This design comes from an exercise in tuning for small area on the open sky130 flow, not from production work. In this exercise RTL edits were held to simulation tests only and were not proved equivalent to the original. Power figures rest on the tool's default switching activity, not on a simulated workload.

==> module wlane2, before the edit <==
module wlane2 (
  input  wire [5-1:0] rlo,
  input  wire        cm,
  input  wire [10:5] tnh,
  input  wire [9:5]  wh,
  input  wire        ovf,
  input  wire        tneg,
  input  wire        kill,
  output wire [9:0]  y
);
  wire [10:0] tn;
  wire [9:0]  w;
  assign tn[10:5] = tnh;
  assign w[9:5]   = wh;
  assign tn[4:0] = '0;
  assign w[4:0] = '0;
  wire s138, c138;
  fa3 u_s138 (w[5], tn[5], cm, s138, c138);
  wire s139, c139;
  fa3 u_s139 (w[6], tn[6], c138, s139, c139);
  wire s140, c140;
  fa3 u_s140 (w[7], tn[7], c139, s140, c140);
  wire s141, c141;
  fa3 u_s141 (w[8], tn[8], c140, s141, c141);
  wire s142, c142;
  fa3 u_s142 (w[9], tn[9], c141, s142, c142);
  wire s143, c143;
  fa3 u_s143 (w[9], tn[10], c142, s143, c143);
  wire s144 = w[9] ^ tn[10] ^ c143;
  wire [11:0] r;
  assign r[11:5] = {s144, s143, s142, s141, s140, s139, s138};
  assign r[4:0] = rlo;
  wire pos = ovf ? tneg : (~r[11] & (r[10] | r[9]));
  wire neg = ovf ? ~tneg : (r[11] & ~(r[10] & r[9]));
  assign y[8:0] = (r[8:0] | {9{pos & ~kill}}) & ~{9{neg | kill}};
  assign y[9]   = (r[9] | (neg & ~kill)) & ~(pos | kill);
endmodule
clock: 14.0 ns
lec_check: 0
cap_margin: 20
core_margin: 2
core_utilization: 50
place_density: 0.6
slew_margin: 20
synth_hierarchical: 1
standard.sh (not shown) runs the stock make flow with config.mk's settings and CLKGATE_MAP_FILE= SYNTH_SCRIPT=/design/flow/synth_recipe.tcl, a recipe that flattens the netlist after the stock synthesis.
==> flow/flow/run.sh <==
#!/bin/bash
# The standard layout, except that the port buffers placed before global
# placement are sky130_fd_sc_hd__buf_1 cells, and clock tree synthesis uses
# sky130_fd_sc_hd__clkbuf_8 buffers without dummy loads.
set -euo pipefail
export BUFFER_PORTS_ARGS="-buffer_cell sky130_fd_sc_hd__buf_1"
export CTS_ARGS="-sink_clustering_enable -repair_clock_nets -buf_list sky130_fd_sc_hd__clkbuf_8 -dont_use_dummy_load"
bash standard.sh finish > standard_flow.log 2>&1
The starting point went through all stages and came out clean.
Then changed:
--- a/flow/design.v
+++ b/flow/design.v
@@ -479,13 +479,18 @@
   wire s144 = w[9] ^ tn[10] ^ c143;
   wire [11:0] r;
   assign r[11:5] = {s144, s143, s142, s141, s140, s139, s138};
   assign r[4:0] = rlo;
   wire pos = ovf ? tneg : (~r[11] & (r[10] | r[9]));
   wire neg = ovf ? ~tneg : (r[11] & ~(r[10] & r[9]));
-  assign y[8:0] = (r[8:0] | {9{pos & ~kill}}) & ~{9{neg | kill}};
+  wire pk = pos & ~kill;
+  wire nk = ~(neg | kill);
+  genvar jj;
+  for (jj = 0; jj < 9; jj++) begin : g_sat
+    o21am u_sat (r[jj], pk, nk, y[jj]);
+  end
   assign y[9]   = (r[9] | (neg & ~kill)) & ~(pos | kill);
 endmodule
 module fa3 (input wire a, input wire b, input wire c, output wire s, output wire co);
   assign s  = a ^ b ^ c;
   assign co = (a & b) | (a & c) | (b & c);
 endmodule
@@ -506,6 +511,9 @@
 module oai22 (input wire a1, input wire a2, input wire b1, input wire b2, output wire y);
   assign y = ~((a1 | a2) & (b1 | b2));
 endmodule
 module aoi21 (input wire a1, input wire a2, input wire b1, output wire y);
   assign y = ~((a1 & a2) | b1);
 endmodule
+module o21am (input wire a1, input wire a2, input wire b1, output wire x);
+  assign x = (a1 | a2) & b1;
+endmodule
Effect: The changed run finished clean; global-route usage decreases by 1.2 points; clock skew goes up by 9.3 ps; setup slack improved by 100 ps; register-to-register slack got worse by 500 ps; non-clock buffer count fell by 17; final area drops by 1.0%; power went down by 4.6%; maximum frequency rose by 0.80%; hold slack gets worse by 30 ps.

--- another note on this design; it stands on its own ---

## run A
==> flow/design.v (excerpt) <==
module up_processor_set_pipelinemult1 (
  input  logic         clk,
  input  logic         reset,
  input  logic [3:0]   etapos,
  input  logic [19:0]  del_in_package,
  input  logic [319:0] wt_package,
  input  logic [19:0]  bias_package,
  input  logic [319:0] act_in_package,
  output logic [319:0] wt_UP_package,
  output logic [19:0]  bias_UP_package
);
Size in the first run: roughly 12,000 cells after synthesis, roughly 1,000 I/O pins.
export LEC_CHECK = 0
export CAP_MARGIN = 10
export CORE_MARGIN = 2
export CORE_UTILIZATION = 55
export PLACE_DENSITY = 0.65
export SLEW_MARGIN = 10
export SYNTH_HIERARCHICAL = 1
create_clock -name core_clock -period 14.0 [get_ports {clk}]
standard.sh (not shown) runs the stock make flow with config.mk's settings and CLKGATE_MAP_FILE= SYNTH_SCRIPT=/design/flow/synth_recipe.tcl, a recipe that flattens the netlist after the stock synthesis.
==> flow/flow/run.sh <==
#!/bin/bash
# The standard layout, except that the port buffers placed before global
# placement are sky130_fd_sc_hd__buf_1 cells, and clock tree synthesis uses
# sky130_fd_sc_hd__clkbuf_8 buffers without dummy loads.
set -euo pipefail
export BUFFER_PORTS_ARGS="-buffer_cell sky130_fd_sc_hd__buf_1"
export CTS_ARGS="-sink_clustering_enable -repair_clock_nets -buf_list sky130_fd_sc_hd__clkbuf_8 -dont_use_dummy_load"
bash standard.sh finish > standard_flow.log 2>&1
Run A: all stages complete, timing, DRC and antenna checks passed
### run A -> run B
Settings: swapping 0.65 for 0.6 in PLACE_DENSITY; swapping 55 for 50 in CORE_UTILIZATION.
==> flow/flow/run.sh <==
#!/bin/bash
# The standard layout, except that the port buffers placed before global
# placement are sky130_fd_sc_hd__buf_1 cells, and clock tree synthesis uses
# sky130_fd_sc_hd__clkbuf_4 buffers without dummy loads.
set -euo pipefail
export BUFFER_PORTS_ARGS="-buffer_cell sky130_fd_sc_hd__buf_1"
export CTS_ARGS="-sink_clustering_enable -repair_clock_nets -buf_list sky130_fd_sc_hd__clkbuf_4 -dont_use_dummy_load"
bash standard.sh finish > standard_flow.log 2>&1
## What came out
Run B closes out successfully: all stages finished, all timing, DRC and antenna checks passed.
Number of clock buffers in the layout for run B is higher than for run A.
Run B vs run A: slack of the worst reg-to-reg path up
Peak clock frequency supported by timing on run B is ahead of run A.
Run A has a higher non-clock buffer count than run B.
Number of buffers inserted during clock tree synthesis on run B is up relative to run A.
Delta (run B minus run A): fraction of power consumed by sequential logic climbed 0.3 points; largest net degree at the start of global routing climbed about 0.5%; clock network power dropped about 3%.
Compared with run A, run B shows final routed wire length divided by cell count lower by 1.7%.
Compared with run A, run B ends up with less cell area.

-- afterwards: timing with drivers on the ports --
The results above use ideal ports. As a check the final layouts listed here were re-extracted and re-timed, cells and wires unchanged.
Step 1 assumes that a clkbuf_16 drives the clock port and a buf_2 every other input.
Step 2 adds t to the input delays and takes it off the output delays; t is the mean of the earliest and latest rising clock arrival at the registers after step 1. Input paths then give back, and output paths get back, about the clock's delay inside the block.
a / b / c = ideal ports / drivers / drivers and shift; a / b = the first two.
| run | t, ns | slack for setup (ns) | slew at the worst register clock pin (ns) | worst data-port slew with drivers (ns) |
|---|---|---|---|---|
| the first run of note 1 | 1.018 | 0.797 / 0.803 / -0.215 | 0.07 / 0.07 | 0.23 |
| the second run of note 1 | 1.032 | 0.901 / 0.813 / -0.219 | 0.07 / 0.07 | 0.27 |
| run A | 1.048 | 0.800 / 0.836 / -0.212 | 0.07 / 0.07 | 0.30 |
| run B | 1.399 | 1.210 / 1.203 / -0.197 | 0.07 / 0.07 | 0.26 |
With both steps, setup timing fails in every run listed, where it was met with ideal ports. The setup slack of run B, which loses most, moves by -0.007 ns with the drivers and by -1.407 ns with both steps.
